This is an optimization exercise on Yosys and OpenROAD, whose aim is small area, a short achievable clock period and few clock cycles per item, not a production implementation. RTL that was checked went through simulation tests only; none was proved equivalent to the original. No activity file was given, so power comes from the tool's default toggle rates.

==> module fol_datapath, before the edit <==
module fol_datapath (
  input  logic                              clk_i,
  input  logic                              rst_ni,
  input  logic                              load_i,
  input  logic                              fire_i,
  input  logic [fol_pkg::KEY_W-1:0]         key_i,
  output logic                              hit_o,
  output logic [fol_pkg::POS_W-1:0]         old_position_o,
  output logic [fol_pkg::POS_W-1:0]         new_position_o,
  output logic [fol_pkg::HIT_COUNT_W-1:0]   hit_count_o
);
  localparam int unsigned N  = fol_pkg::ENTRIES;
  localparam int unsigned PW = fol_pkg::POS_W;
  localparam int unsigned CW = fol_pkg::HIT_COUNT_W;
  logic [N-1:0]  sel_q;           
  logic [CW-1:0] cnt_q [N];       
  logic [PW-1:0] pos_q [N];       
  logic [CW-1:0] c, c_new;
  logic [PW-1:0] p, d;
  logic [N-1:0]  gt, bump;
  always_ff @(posedge clk_i) begin
    if (load_i) begin
      for (int j = 0; j < N; j++)
        sel_q[j] <= (key_i == fol_pkg::KEY_W'(j + 1));
    end
  end
  always_comb begin
    c = '0;
    p = '0;
    for (int j = 0; j < N; j++) begin
      c = c | (cnt_q[j] & {CW{sel_q[j]}});
      p = p | (pos_q[j] & {PW{sel_q[j]}});
    end
    c_new = (c == '1) ? c : c + CW'(1);
    d = '0;
    for (int j = 0; j < N; j++) begin
      gt[j]   = cnt_q[j] > c_new;
      bump[j] = !gt[j] && (pos_q[j] < p);
      d       = d + PW'(gt[j]);
    end
  end
  always_ff @(posedge clk_i or negedge rst_ni) begin
    if (!rst_ni) begin
      for (int j = 0; j < N; j++) begin
        cnt_q[j] <= '0;
        pos_q[j] <= PW'(j);
      end
    end else if (fire_i) begin
      for (int j = 0; j < N; j++) begin
        if (sel_q[j]) begin
          cnt_q[j] <= c_new;
          pos_q[j] <= d;
        end else if (bump[j]) begin
          pos_q[j] <= pos_q[j] + PW'(1);
        end
      end
    end
  end
  logic                hit_q;
  logic [PW-1:0]       old_q, new_q;
  logic [CW-1:0]       hc_q;
  always_ff @(posedge clk_i) begin
    if (fire_i) begin
      hit_q <= |sel_q;
      old_q <= p;
      new_q <= d & {PW{|sel_q}};
      hc_q  <= c_new & {CW{|sel_q}};
    end
  end
  assign hit_o          = hit_q;
  assign old_position_o = old_q;
  assign new_position_o = new_q;
  assign hit_count_o    = hc_q;
endmodule
export LEC_CHECK = 0
export CAP_MARGIN = 20
export CORE_MARGIN = 2
export CORE_UTILIZATION = 40
export SETUP_SLACK_MARGIN = 0.3
export SLEW_MARGIN = 20
create_clock -name core_clock -period 5.0 [get_ports {clk_i}]
run.sh (not shown) runs the stock make flow with config.mk's settings and CLKGATE_MAP_FILE= SYNTH_SCRIPT=/design/flow/synth_recipe.tcl, a recipe that flattens the netlist after the stock synthesis.
The baseline produced a layout that fails on negative setup slack.
Testbench counts at the start, summed over its fixed seeds: cycles 12,016, items 12,000.
Edit:
--- a/flow/design.v
+++ b/flow/design.v
@@ -44,62 +44,74 @@
 );
   localparam int unsigned N  = fol_pkg::ENTRIES;
   localparam int unsigned PW = fol_pkg::POS_W;
   localparam int unsigned CW = fol_pkg::HIT_COUNT_W;
   logic [N-1:0]  sel_q;           
+  logic [CW-1:0] c_q;             
   logic [CW-1:0] cnt_q [N];       
-  logic [PW-1:0] pos_q [N];       
-  logic [CW-1:0] c, c_new;
+  logic [N-1:0]  ahd_q [N];       
+  logic [N-1:0]  sel_in;
+  logic [CW-1:0] c_in, c_new;
+  logic [N-1:0]  gt, col;
+  logic          hit;
   logic [PW-1:0] p, d;
-  logic [N-1:0]  gt, bump;
+  always_comb begin
+    c_in = '0;
+    for (int j = 0; j < N; j++) begin
+      sel_in[j] = (key_i == fol_pkg::KEY_W'(j + 1));
+      c_in      = c_in | (cnt_q[j] & {CW{sel_in[j]}});
+    end
+    if (fire_i && |(sel_in & sel_q)) c_in = c_new;
+  end
   always_ff @(posedge clk_i) begin
     if (load_i) begin
-      for (int j = 0; j < N; j++)
-        sel_q[j] <= (key_i == fol_pkg::KEY_W'(j + 1));
+      sel_q <= sel_in;
+      c_q   <= c_in;
     end
   end
   always_comb begin
-    c = '0;
+    hit   = |sel_q;
+    c_new = (c_q == '1) ? c_q : c_q + CW'(1);
+    for (int j = 0; j < N; j++)
+      gt[j] = {1'b0, cnt_q[j]} > ({1'b0, c_q} + 17'd1);
+    col = '0;
+    for (int j = 0; j < N; j++)
+      for (int m = 0; m < N; m++)
+        if (j < m)      col[j] = col[j] | (sel_q[m] & ahd_q[j][m]);
+        else if (j > m) col[j] = col[j] | (sel_q[m] & !ahd_q[m][j]);
     p = '0;
-    for (int j = 0; j < N; j++) begin
-      c = c | (cnt_q[j] & {CW{sel_q[j]}});
-      p = p | (pos_q[j] & {PW{sel_q[j]}});
-    end
-    c_new = (c == '1) ? c : c + CW'(1);
     d = '0;
     for (int j = 0; j < N; j++) begin
-      gt[j]   = cnt_q[j] > c_new;
-      bump[j] = !gt[j] && (pos_q[j] < p);
-      d       = d + PW'(gt[j]);
+      p = p + PW'(col[j]);
+      d = d + PW'(gt[j] & hit);
     end
   end
   always_ff @(posedge clk_i or negedge rst_ni) begin
     if (!rst_ni) begin
       for (int j = 0; j < N; j++) begin
         cnt_q[j] <= '0;
-        pos_q[j] <= PW'(j);
+        for (int m = j + 1; m < N; m++) ahd_q[j][m] <= 1'b1;
       end
     end else if (fire_i) begin
       for (int j = 0; j < N; j++) begin
-        if (sel_q[j]) begin
-          cnt_q[j] <= c_new;
-          pos_q[j] <= d;
-        end else if (bump[j]) begin
-          pos_q[j] <= pos_q[j] + PW'(1);
+        if (sel_q[j]) cnt_q[j] <= c_new;
+        for (int m = j + 1; m < N; m++) begin
+          if (sel_q[m])      ahd_q[j][m] <= ahd_q[j][m] & gt[j];
+          else if (sel_q[j]) ahd_q[j][m] <= ahd_q[j][m] | !gt[m];
         end
       end
     end
   end
   logic                hit_q;
   logic [PW-1:0]       old_q, new_q;
   logic [CW-1:0]       hc_q;
   always_ff @(posedge clk_i) begin
     if (fire_i) begin
-      hit_q <= |sel_q;
+      hit_q <= hit;
       old_q <= p;
-      new_q <= d & {PW{|sel_q}};
-      hc_q  <= c_new & {CW{|sel_q}};
+      new_q <= d;
+      hc_q  <= c_new & {CW{hit}};
     end
   end
   assign hit_o          = hit_q;
   assign old_position_o = old_q;
   assign new_position_o = new_q;
Outcome: The changed run finished with negative setup slack left. Sequential power increases by about a fifth. Worst hold slack loses 0.050 ns. Global-route usage increases by 1.4 points. Synthesized area decreases by a few percent. Power decreases by well over a third. Flip-flop and latch count increases by 20. Worst setup slack gains 1.4 ns. Routed wire length stays flat. Maximum frequency increases by a quarter to a third. Synthesized cell count decreases by roughly a tenth. Die area decreases by a few percent. Final area decreases by about a fifth.
No functional check of the RTL was part of the second run of this note.

afterwards: timing with drivers on the ports:
In the flow no input, the clock included, has a driving cell. The finished layouts below were timed again as built, in two steps.
Step 1 (the two cells are an assumption about what drives the block):
set clk [get_ports {clk_i}]
set_driving_cell -lib_cell sky130_fd_sc_hd__clkbuf_16 $clk
set_driving_cell -lib_cell sky130_fd_sc_hd__buf_2 [delete_from_list [all_inputs] $clk]
Step 2 times the ports against the registers' clock, not the clock port: input delays grow and output delays shrink by t, the midpoint of the rising clock arrivals with the driver on.
Three values: no drivers, after step 1, after step 2; two values: the first two.
| run | t (ns) | slack for setup (ns) | worst hold slack (ns) | latest minus earliest clock arrival (ns) |
|---|---|---|---|---|
| the first run | 0.499 | -1.574 / -1.574 / -1.574 | 0.522 / 0.522 / 0.522 | 0.012 / 0.011 |
| the second run | 0.573 | -0.137 / -0.137 / -0.137 | 0.472 / 0.472 / 0.472 | 0.019 / 0.019 |
